This is an optimization exercise on Yosys and OpenROAD, whose aim is a short achievable clock period and few clock cycles per item, not a production implementation.
In this exercise RTL edits were held to simulation tests only and were not proved equivalent to the original.
The clock port is modelled as an ideal driver; clocking choices that lean on that would not hold on a real chip.
Power and IR drop assume default switching activity.

==> zinc <==
// binary_max_heap_insert_top
module binary_max_heap_insert_top #(
  parameter int DEPTH = bmhi_pkg::DEPTH_DEFAULT
) (
  input  wire                              clk,
  input  wire                              rst,
  input  wire                              s_axis_tvalid,
  output logic                             s_axis_tready,
  input  wire  [bmhi_pkg::IN_DATA_W-1:0]   s_axis_tdata,
  input  wire  [bmhi_pkg::OP_W-1:0]        s_axis_tuser,
  output logic                             m_axis_tvalid,
  input  wire                              m_axis_tready,
  output logic [bmhi_pkg::OUT_DATA_W-1:0]  m_axis_tdata,
  output logic                             m_axis_tuser,
  input  wire                              cfg_valid,
  output logic                             cfg_ready,
  input  wire  [bmhi_pkg::CNT_W-1:0]       cfg_data
);
Settings: LEC_CHECK=0, ABC_CLOCK_PERIOD_IN_PS=2200, CAP_MARGIN=20, CORE_MARGIN=2, CORE_UTILIZATION=70, SETUP_SLACK_MARGIN=3.8, SLEW_MARGIN=20, TNS_END_PERCENT=100; clock period 6.0 ns.
standard.sh (not shown) runs the stock make flow with config.mk's settings and CLKGATE_MAP_FILE= SYNTH_SCRIPT=/design/flow/synth_recipe.tcl, a recipe that flattens the netlist after the stock synthesis.
==> flow/flow/run.sh <==
#!/bin/bash
# Standard layout with three changes: the port buffers are buf_8 cells;
# timing repair may pick any cell of the same function (not only ones with
# the same footprint); and after clock tree synthesis the tree's single root
# buffer is split into four root buffers, one per quadrant of the tree, all
# fed by the clock port (flow/split_root.tcl). Each step's output goes to a
# log file of its own.
set -euo pipefail
bash standard.sh synth > synth.log 2>&1
bash standard.sh finish MATCH_CELL_FOOTPRINT=0 \
  "BUFFER_PORTS_ARGS=-buffer_cell sky130_fd_sc_hd__buf_8" \
  "POST_CTS_TCL=$PWD/flow/split_root.tcl" > layout.log 2>&1
==> flow/flow/split_root.tcl <==
# Runs after CTS (POST_CTS_TCL). The clock tree's root buffer drives the
# whole top level of the tree; split it into four clkbuf_16 roots, each
# driving the top-level buffers of one quadrant, all fed by the clock port.
# The tree stays balanced: every register still sees the same number of
# buffer levels, with a shorter top level.
set block [ord::get_db_block]
set root [$block findInst clkbuf_0_clk]
if {$root == "NULL"} { error "split_root: no root buffer clkbuf_0_clk" }
set in_net  [[$root findITerm A] getNet]
set out_net [[$root findITerm X] getNet]
set loads {}
foreach it [$out_net getITerms] {
  if {[$it getIoType] == "INPUT"} { lappend loads $it }
}
set n [llength $loads]
puts "split_root: root drives $n loads"
if {$n < 4} { error "split_root: too few loads" }
# split the loads into four groups by x, then y, median
proc xy {it} {
  set b [[$it getInst] getBBox]
  return [list [expr {([$b xMin] + [$b xMax]) / 2}] [expr {([$b yMin] + [$b yMax]) / 2}]]
}
set byx [lsort -integer -index 1 [lmap it $loads {list $it [lindex [xy $it] 0] [lindex [xy $it] 1]}]]
set half [expr {$n / 2}]
set groups {}
foreach part [list [lrange $byx 0 [expr {$half - 1}]] [lrange $byx $half end]] {
  set byy [lsort -integer -index 2 $part]
  set h [expr {[llength $byy] / 2}]
  lappend groups [lrange $byy 0 [expr {$h - 1}]] [lrange $byy $h end]
}
set master [[ord::get_db] findMaster sky130_fd_sc_hd__clkbuf_16]
set g 0
foreach grp $groups {
  set sx 0; set sy 0
  foreach e $grp { incr sx [lindex $e 1]; incr sy [lindex $e 2] }
  set cx [expr {$sx / [llength $grp]}]
  set cy [expr {$sy / [llength $grp]}]
  set inst [odb::dbInst_create $block $master "clkroot_$g"]
  set net  [odb::dbNet_create $block "clkroot_net_$g"]
  $net setSigType CLOCK
  [$inst findITerm A] connect $in_net
  [$inst findITerm X] connect $net
  foreach e $grp {
    set it [lindex $e 0]
    $it disconnect
    $it connect $net
  }
  $inst setLocation $cx $cy
  $inst setPlacementStatus PLACED
  puts "split_root: clkroot_$g drives [llength $grp] loads at $cx $cy"
  incr g
}
# the old root is left driving nothing: remove it and its net
[$root findITerm A] disconnect
[$root findITerm X] disconnect
odb::dbInst_destroy $root
odb::dbNet_destroy $out_net
detailed_placement
check_placement -verbose
estimate_parasitics -placement
report_clock_min_period
==> xenon (differences from zinc) <==
--- a/flow/design.v
+++ b/flow/design.v
@@ -96,70 +96,73 @@
   localparam int EW = bmhi_pkg::ENT_W;
   localparam int CW = bmhi_pkg::CNT_W;
   localparam int RW = bmhi_pkg::RES_W;
   localparam int IW = bmhi_pkg::IDX_W;
   logic [EW-1:0] mem [N];
   logic [CW-1:0] count;
   logic [CW-1:0] capacity;
+  logic          can_ins;    
+  logic [N-1:0]  at_cnt;     
+  logic [N-1:0]  anc;        
   logic [bmhi_pkg::OP_W-1:0] p_op;
   logic [EW-1:0]             p_ent;
   logic [IW-1:0]             p_idx;
   logic [N-1:0]              p_lt;      
   logic                      p_lt_e;    
   logic                      p_lt_p;    
-  logic [N-1:0]              p_oh;      
-  logic [N-1:0]              p_poh;     
   logic [N-1:0]              p_fwr;     
   logic [N-1:0]              p_ffp;     
-  logic                      e_clr;
+  logic                      e_ins, e_clr;
   logic [EW-1:0]             e_ent;
   logic [N-1:0]              e_lt;      
-  logic [N-1:0] e_wr;
-  logic         e_insok;
+  logic ins_ok;
+  assign ins_ok = e_v && e_ins && can_ins;
   logic [N-1:0] wr, from_par;
-  logic         ins_ok;
   always_comb begin
-    ins_ok = e_insok;
-    wr     = e_wr;
-    for (int s = 0; s < N; s++) from_par[s] = (s != 0) ? e_lt[(s - 1) / 2] : 1'b0;
+    for (int s = 0; s < N; s++) begin
+      wr[s]       = ins_ok && (at_cnt[s] || (anc[s] && e_lt[s]));
+      from_par[s] = (s != 0) ? e_lt[(s - 1) / 2] : 1'b0;
+    end
   end
   always_ff @(posedge clk) begin
     for (int s = 0; s < N; s++) begin
       if (wr[s]) mem[s] <= from_par[s] ? mem[(s - 1) / 2] : e_ent;
     end
   end
   logic [CW-1:0] count_new;
+  logic [CW-1:0] cap_new;
   always_comb begin
     if (e_v && e_clr) count_new = '0;
     else if (ins_ok)  count_new = count + CW'(1);
     else              count_new = count;
+    cap_new = cfg_valid ? cfg_data : capacity;
   end
   always_ff @(posedge clk) begin
     if (rst) begin
       count    <= '0;
       capacity <= bmhi_pkg::CAP_RESET;
+      can_ins  <= 1'b1;
+      at_cnt   <= N'(1);
+      anc      <= '0;
     end else begin
       count    <= count_new;
-      if (cfg_valid) capacity <= cfg_data;
-    end
-  end
-  logic         can_ins;
-  logic [N-1:0] at_cnt;
-  logic [N-1:0] anc;
-  always_comb begin
-    can_ins = (count_new < capacity) && !count_new[CW-1];
-    for (int s = 0; s < N; s++) begin
-      anc[s] = 1'b0;
-      for (int d = s + 1; d < N; d++) begin
-        int x;
-        x = d;
-        for (int k = 0; k < 4; k++) if (x > s) x = (x - 1) / 2;
-        if (x == s && count_new == CW'(d)) anc[s] = 1'b1;
+      capacity <= cap_new;
+      can_ins  <= (count_new < cap_new) && !count_new[CW-1];
+      for (int s = 0; s < N; s++) begin
+        logic a;
+        a = 1'b0;
+        for (int d = s + 1; d < N; d++) begin
+          int x;
+          x = d;
+          for (int k = 0; k < 4; k++) if (x > s) x = (x - 1) / 2;
+          if (x == s && count_new == CW'(d)) a = 1'b1;
+        end
+        at_cnt[s] <= (count_new == CW'(s));
+        anc[s]    <= a;
       end
-      at_cnt[s] = (count_new == CW'(s));
     end
   end
   localparam int NC = 4;
   localparam int CK = KW / NC;
   localparam int CMPW = 2 * NC;
   function automatic logic [CMPW-1:0] cmp_key(input logic [KW-1:0] a, input logic [KW-1:0] b);
     logic [CK-1:0] ac, bc;
@@ -187,18 +190,14 @@
   logic [CMPW-1:0] p_cmp [N];
   logic [CMPW-1:0] p_cmp_e;
   logic [CMPW-1:0] p_cmp_p;
   always_ff @(posedge clk) begin
     p_op    <= in_user;
     p_ent   <= in_data[EW-1:0];
     p_idx   <= in_data[EW +: IW];
-    for (int s = 0; s < N; s++) begin
-      p_oh[s]  <= (in_data[EW +: IW] == IW'(s));
-      p_poh[s] <= (in_data[EW +: IW] != '0) && (((in_data[EW +: IW] - IW'(1)) >> 1) == IW'(s));
-    end
     for (int s = 0; s < N; s++) p_cmp[s] <= cmp[s];
     p_cmp_e <= cmp_key(e_ent[KW-1:0], in_key);
     p_cmp_p <= cmp_key(p_ent[KW-1:0], in_key);
     p_fwr   <= wr;
     p_ffp   <= from_par;
   end
   always_comb begin
@@ -217,38 +216,24 @@
       else       lt_b[s] = lt_a[s];
     end
   end
   logic [EW-1:0] rd_cur, rd_par;
   logic          rd_wr, rd_fp;
   logic [EW-1:0] rd_next;
   always_comb begin
-    rd_cur = '0;
-    rd_par = '0;
-    for (int s = 0; s < N; s++) begin
-      rd_cur = rd_cur | (mem[s] & {EW{p_oh[s]}});
-      rd_par = rd_par | (mem[s] & {EW{p_poh[s]}});
-    end
-    rd_wr   = |(wr & p_oh);
-    rd_fp   = |(e_lt & p_poh);
+    rd_cur  = mem[p_idx];
+    rd_par  = mem[(p_idx - IW'(1)) >> 1];
+    rd_wr   = wr[p_idx];
+    rd_fp   = from_par[p_idx];
     rd_next = rd_wr ? (rd_fp ? rd_par : e_ent) : rd_cur;
   end
   logic e_rd_ok;
   logic [EW-1:0] e_rd;
-  logic p_ins_ok;
-  assign p_ins_ok = p_v && (p_op == bmhi_pkg::OP_INSERT) && can_ins;
-  always_ff @(posedge clk) begin
-    if (rst) begin
-      e_insok <= 1'b0;
-      e_wr    <= '0;
-    end else begin
-      e_insok <= p_ins_ok;
-      for (int s = 0; s < N; s++) e_wr[s] <= p_ins_ok && (at_cnt[s] || (anc[s] && lt_b[s]));
-    end
-  end
   always_ff @(posedge clk) begin
+    e_ins   <= (p_op == bmhi_pkg::OP_INSERT);
     e_clr   <= (p_op == bmhi_pkg::OP_CLEAR);
     e_ent   <= p_ent;
     e_lt    <= lt_b;
     e_rd_ok <= (p_op == bmhi_pkg::OP_READ) && ({1'b0, p_idx} < count_new);
     e_rd    <= rd_next;
   end
   logic          rd_ok;
==> flow/flow/run.sh (replaced) <==
#!/bin/bash
# Standard layout with two changes: the port buffers are buf_8 cells, and
# timing repair may pick any cell of the same function (not only ones with
# the same footprint). Each step's output goes to a log file of its own.
set -euo pipefail
bash standard.sh synth > synth.log 2>&1
bash standard.sh finish MATCH_CELL_FOOTPRINT=0 \
  "BUFFER_PORTS_ARGS=-buffer_cell sky130_fd_sc_hd__buf_8" > layout.log 2>&1
Settings changed: CORE_UTILIZATION 70 to 50, TNS_END_PERCENT 100 to 20.
removed: flow/flow/split_root.tcl
==> harbor (differences from zinc) <==
--- a/flow/design.v
+++ b/flow/design.v
@@ -31,46 +31,48 @@
   output logic       h_v,         
   output logic       hload,       
   output logic       f_rd,        
   output logic       f_byp,       
   output logic [1:0] f_rp,        
   output logic [1:0] f_wp         
 );
-  logic [2:0] f_n;
-  logic [2:0] tot;
+  logic [3:0] f_n;
+  logic [3:0] tot;
   logic       f_empty;
   logic       pop;
   logic       t_le2, t_eq3, t_eq4;
   assign take    = in_valid & in_ready;
   assign pop     = h_v & out_ready;
-  assign f_empty = (f_n == 3'd0);
+  assign f_empty = !f_n[0];
   assign hload   = (!h_v | out_ready) & (!f_empty | e_v);
   assign f_rd    = hload;
   assign f_byp   = f_empty;
-  assign t_le2 = (tot <= 3'd2);
-  assign t_eq3 = (tot == 3'd3);
-  assign t_eq4 = (tot == 3'd4);
+  assign t_le2 = !tot[2];
+  assign t_eq3 = tot[2] & !tot[3];
+  assign t_eq4 = tot[3];
   always_ff @(posedge clk) begin
     if (rst) begin
       p_v      <= 1'b0;
       e_v      <= 1'b0;
       h_v      <= 1'b0;
-      f_n      <= 3'd0;
+      f_n      <= 4'd0;
       f_rp     <= 2'd0;
       f_wp     <= 2'd0;
-      tot      <= 3'd0;
+      tot      <= 4'd0;
       in_ready <= 1'b1;
     end else begin
       p_v  <= take;
       e_v  <= p_v;
       h_v  <= hload | (h_v & !out_ready);
-      f_n  <= f_n + 3'(e_v) - 3'(hload);
+      if (e_v & !hload)      f_n <= {f_n[2:0], 1'b1};
+      else if (hload & !e_v) f_n <= {1'b0, f_n[3:1]};
       f_wp <= f_wp + 2'(e_v);
       f_rp <= f_rp + 2'(hload);
-      tot  <= tot + 3'(take) - 3'(pop);
+      if (take & !pop)      tot <= {tot[2:0], 1'b1};
+      else if (pop & !take) tot <= {1'b0, tot[3:1]};
       in_ready <= t_le2 ? 1'b1 :
                   t_eq3 ? (!take | pop) :
                   t_eq4 ? (!take & pop) : 1'b0;
     end
   end
 endmodule
 `default_nettype wire
@@ -94,75 +96,88 @@
   localparam int N  = bmhi_pkg::DEPTH_DEFAULT;
   localparam int KW = bmhi_pkg::KEY_W;
   localparam int EW = bmhi_pkg::ENT_W;
   localparam int CW = bmhi_pkg::CNT_W;
   localparam int RW = bmhi_pkg::RES_W;
   localparam int IW = bmhi_pkg::IDX_W;
   logic [EW-1:0] mem [N];
-  logic [CW-1:0] count;
   logic [CW-1:0] capacity;
   logic [bmhi_pkg::OP_W-1:0] p_op;
   logic [EW-1:0]             p_ent;
   logic [IW-1:0]             p_idx;
   logic [N-1:0]              p_lt;      
   logic                      p_lt_e;    
   logic                      p_lt_p;    
   logic [N-1:0]              p_oh;      
   logic [N-1:0]              p_poh;     
   logic [N-1:0]              p_fwr;     
   logic [N-1:0]              p_ffp;     
-  logic                      e_clr;
   logic [EW-1:0]             e_ent;
   logic [N-1:0]              e_lt;      
   logic [N-1:0] e_wr;
+  logic [N-1:0] e_fp;
   logic         e_insok;
-  logic [N-1:0] wr, from_par;
-  logic         ins_ok;
-  always_comb begin
-    ins_ok = e_insok;
-    wr     = e_wr;
-    for (int s = 0; s < N; s++) from_par[s] = (s != 0) ? e_lt[(s - 1) / 2] : 1'b0;
-  end
   always_ff @(posedge clk) begin
     for (int s = 0; s < N; s++) begin
-      if (wr[s]) mem[s] <= from_par[s] ? mem[(s - 1) / 2] : e_ent;
+      if (e_wr[s]) mem[s] <= e_fp[s] ? mem[(s - 1) / 2] : e_ent;
     end
   end
-  logic [CW-1:0] count_new;
+  logic [N-1:0] e_at, e_anc;
+  logic [N-1:0] wr, from_par;
   always_comb begin
-    if (e_v && e_clr) count_new = '0;
-    else if (ins_ok)  count_new = count + CW'(1);
-    else              count_new = count;
-  end
-  always_ff @(posedge clk) begin
-    if (rst) begin
-      count    <= '0;
-      capacity <= bmhi_pkg::CAP_RESET;
-    end else begin
-      count    <= count_new;
-      if (cfg_valid) capacity <= cfg_data;
+    for (int s = 0; s < N; s++) begin
+      wr[s]       = e_insok && (e_at[s] || (e_anc[s] && e_lt[s]));
+      from_par[s] = (s != 0) ? e_lt[(s - 1) / 2] : 1'b0;
     end
   end
-  logic         can_ins;
-  logic [N-1:0] at_cnt;
-  logic [N-1:0] anc;
+  logic [CW-1:0] count_new;
+  logic          can_ins;
+  logic [N-1:0]  at_cnt;
+  logic [N-1:0]  anc;
+  logic [N-1:0]  anc_inc;    
+  logic          can_inc;    
   always_comb begin
-    can_ins = (count_new < capacity) && !count_new[CW-1];
     for (int s = 0; s < N; s++) begin
-      anc[s] = 1'b0;
+      anc_inc[s] = 1'b0;
       for (int d = s + 1; d < N; d++) begin
         int x;
         x = d;
         for (int k = 0; k < 4; k++) if (x > s) x = (x - 1) / 2;
-        if (x == s && count_new == CW'(d)) anc[s] = 1'b1;
+        if (x == s && at_cnt[d - 1]) anc_inc[s] = 1'b1;
       end
-      at_cnt[s] = (count_new == CW'(s));
     end
+    can_inc = ({1'b0, count_new} + (CW + 1)'(1) < {1'b0, capacity}) && (count_new < CW'(N - 1));
   end
-  localparam int NC = 4;
+  logic p_ins_ok;
+  logic p_clr;
+  assign p_ins_ok = p_v && (p_op == bmhi_pkg::OP_INSERT) && can_ins;
+  assign p_clr    = p_v && (p_op == bmhi_pkg::OP_CLEAR);
+  always_ff @(posedge clk) begin
+    if (rst) begin
+      capacity  <= bmhi_pkg::CAP_RESET;
+      count_new <= '0;
+      can_ins   <= 1'b1;
+      at_cnt    <= N'(1);
+      anc       <= '0;
+    end else if (cfg_valid) begin
+      capacity <= cfg_data;
+      can_ins  <= (count_new < cfg_data) && !count_new[CW-1];
+    end else if (p_clr) begin
+      count_new <= '0;
+      can_ins   <= (capacity != '0);
+      at_cnt    <= N'(1);
+      anc       <= '0;
+    end else if (p_ins_ok) begin
+      count_new <= count_new + CW'(1);
+      can_ins   <= can_inc;
+      at_cnt    <= at_cnt << 1;
+      anc       <= anc_inc;
+    end
+  end
+  localparam int NC = 8;
   localparam int CK = KW / NC;
   localparam int CMPW = 2 * NC;
   function automatic logic [CMPW-1:0] cmp_key(input logic [KW-1:0] a, input logic [KW-1:0] b);
     logic [CK-1:0] ac, bc;
     for (int c = 0; c < NC; c++) begin
       ac = a[c*CK +: CK];
       bc = b[c*CK +: CK];
@@ -229,38 +244,38 @@
     end
     rd_wr   = |(wr & p_oh);
     rd_fp   = |(e_lt & p_poh);
     rd_next = rd_wr ? (rd_fp ? rd_par : e_ent) : rd_cur;
   end
   logic e_rd_ok;
   logic [EW-1:0] e_rd;
-  logic p_ins_ok;
-  assign p_ins_ok = p_v && (p_op == bmhi_pkg::OP_INSERT) && can_ins;
   always_ff @(posedge clk) begin
     if (rst) begin
       e_insok <= 1'b0;
       e_wr    <= '0;
     end else begin
       e_insok <= p_ins_ok;
       for (int s = 0; s < N; s++) e_wr[s] <= p_ins_ok && (at_cnt[s] || (anc[s] && lt_b[s]));
     end
   end
   always_ff @(posedge clk) begin
-    e_clr   <= (p_op == bmhi_pkg::OP_CLEAR);
+    for (int s = 0; s < N; s++) e_fp[s] <= (s != 0) && lt_b[(s - 1) / 2] && (at_cnt[s] || anc[s]);
+    e_at    <= at_cnt;
+    e_anc   <= anc;
     e_ent   <= p_ent;
     e_lt    <= lt_b;
     e_rd_ok <= (p_op == bmhi_pkg::OP_READ) && ({1'b0, p_idx} < count_new);
     e_rd    <= rd_next;
   end
   logic          rd_ok;
   logic [EW-1:0] rd_ent;
   logic [RW-1:0] res;
   assign rd_ok  = e_v && e_rd_ok;
   assign rd_ent = rd_ok ? e_rd : '0;
-  assign res    = {ins_ok | rd_ok, {bmhi_pkg::OUT_PAD_W{1'b0}}, count_new, rd_ent};
+  assign res    = {e_insok | rd_ok, {bmhi_pkg::OUT_PAD_W{1'b0}}, count_new, rd_ent};
   logic [RW-1:0] fifo [4];
   logic [RW-1:0] head;
   logic [RW-1:0] head_nxt;
   assign head_nxt = f_byp ? res : fifo[f_rp];
   always_ff @(posedge clk) begin
     if (e_v) fifo[f_wp] <= res;
   end
==> flow/flow/run.sh (replaced) <==
#!/bin/bash
# Standard layout with three changes: the port buffers are buf_8 cells;
# timing repair may pick any cell of the same function (not only ones with
# the same footprint); and after clock tree synthesis the tree's single root
# buffer is split into four root buffers, one per quadrant of the tree, all
# fed by the clock port, then high-fanout nets are rebuffered to at most
# 24 loads and timing repaired again (flow/split_root.tcl). Each step's output goes to a
# log file of its own.
set -euo pipefail
bash standard.sh synth > synth.log 2>&1
bash standard.sh finish MATCH_CELL_FOOTPRINT=0 \
  "BUFFER_PORTS_ARGS=-buffer_cell sky130_fd_sc_hd__buf_8" \
  "POST_CTS_TCL=$PWD/flow/split_root.tcl" > layout.log 2>&1
--- a/flow/flow/split_root.tcl
+++ b/flow/flow/split_root.tcl
@@ -52,10 +52,19 @@
 }
 # the old root is left driving nothing: remove it and its net
 [$root findITerm A] disconnect
 [$root findITerm X] disconnect
 odb::dbInst_destroy $root
 odb::dbNet_destroy $out_net
 detailed_placement
+# repair timing again, now with the final clock tree; first split the
+# loads of high-fanout signal nets over more buffers
+estimate_parasitics -placement
+set_max_fanout 24 [current_design]
+repair_design_helper
+detailed_placement
+estimate_parasitics -placement
+repair_timing_helper
+detailed_placement
 check_placement -verbose
 estimate_parasitics -placement
 report_clock_min_period
==> results.txt <==
Worst setup slack: zinc is worse than harbor (0.092 ns).
The lowest clock skew belongs to harbor, the highest to xenon.
The highest synthesized area belongs to harbor, the lowest to zinc.
The highest fmax belongs to harbor, the lowest to xenon.
Clock power: zinc < xenon < harbor.
Of harbor and zinc, harbor has the higher sequential power (gap about 4%, measured against zinc).
Critical path depth: harbor < zinc < xenon.
The lowest final cell count belongs to zinc, the highest to xenon.
First-iteration DRC count: zinc < xenon < harbor.
Die area: zinc < harbor < xenon.
==> figures <==
|  | xenon | zinc | harbor |
|---|---|---|---|
| Average wire length per cell after detail routing | 39.9 um | 35.8 um | 37.4 um |
| Antenna violations before repair | 35 | 19 | 25 |
| Vias in the first global route | 51900 | 43900 | 49500 |
| Worst Clk Skew | 0.0526 ns | 0.0324 ns | 0.0238 ns |
| Max VDD drop | 0.283 mV | 0.553 mV | 0.246 mV |
| Synthesized flop and latch total | 1389 | 1405 | 1548 |
| Area fraction in and, or, nand and nor cells after synthesis | 7.43% | 6.23% | 6.71% |
| Sequential share of power | 43.2% | 46.7% | 49.8% |
| Reg2Reg Depth | 9 | 7 | 6 |
| Critical Path Start | u_dpath.p_idx[2] | u_dpath.p_poh[5] | u_dpath.p_oh[2] |
| Result of the run | complete, no violations | complete, no violations | complete, no violations |
| TritonCTS sink count | 1389 | 1405 | 1548 |
| Met3 routed wirelength | 48.1 mm | 36.7 mm | 46.0 mm |
| Post-placement worst setup slack | 1.54 ns | 2.54 ns | 2.73 ns |
| Fmax | 349 MHz | 399 MHz | 414 MHz |
| Pleak | 30.3 nW | 25.9 nW | 29.7 nW |
| Die span in y | 369 um | 300 um | 318 um |
| Worst Hold Slack | 0.326 ns | 0.326 ns | 0.325 ns |
| Number of distinct standard cells referenced by the synthesized netlist | 89 | 74 | 64 |
| Sw frac | 28.7% | 26.2% | 23.4% |
| Total area of multi-input combinational cells | 0.0285 mm^2 | 0.0234 mm^2 | 0.0268 mm^2 |
| Clk pwr share | 36.4% | 36.0% | 41.2% |
Testbench counts of zinc, summed over its fixed seeds: cycles 4,824, items 4,800.
Testbench counts of xenon, summed over its fixed seeds: cycles 4,824, items 4,800.
Testbench counts of harbor, summed over its fixed seeds: cycles 4,824, items 4,800.

-- what the ideal ports hide --
The flow's constraints put no driver on any port. The routed layouts listed below were extracted and timed again, unchanged, in two steps.
Step 1 sets driving cells, clkbuf_16 on the clock port and buf_2 on the other inputs (assumed; they add their load-dependent delay and slew).
Step 2, shift: input delay + t, output delay - t, t = (earliest + latest rising clock arrival at the registers) / 2. This alone moves slack from input paths to output paths.
Three values: ideal ports, drivers, drivers and shift; two values: the first two.
run | t, ns | setup slack, ns | worst setup path after step 2
zinc | 0.683 | 3.493 / 3.493 / 3.025 | input to register
xenon | 0.905 | 3.138 / 3.138 / 2.693 | input to register
harbor | 0.720 | 3.586 / 3.586 / 3.091 | input to register
After both steps every run listed still meets setup and hold. The setup slack of harbor, which loses most, moves by 0.000 ns with the drivers and by -0.495 ns with both steps.
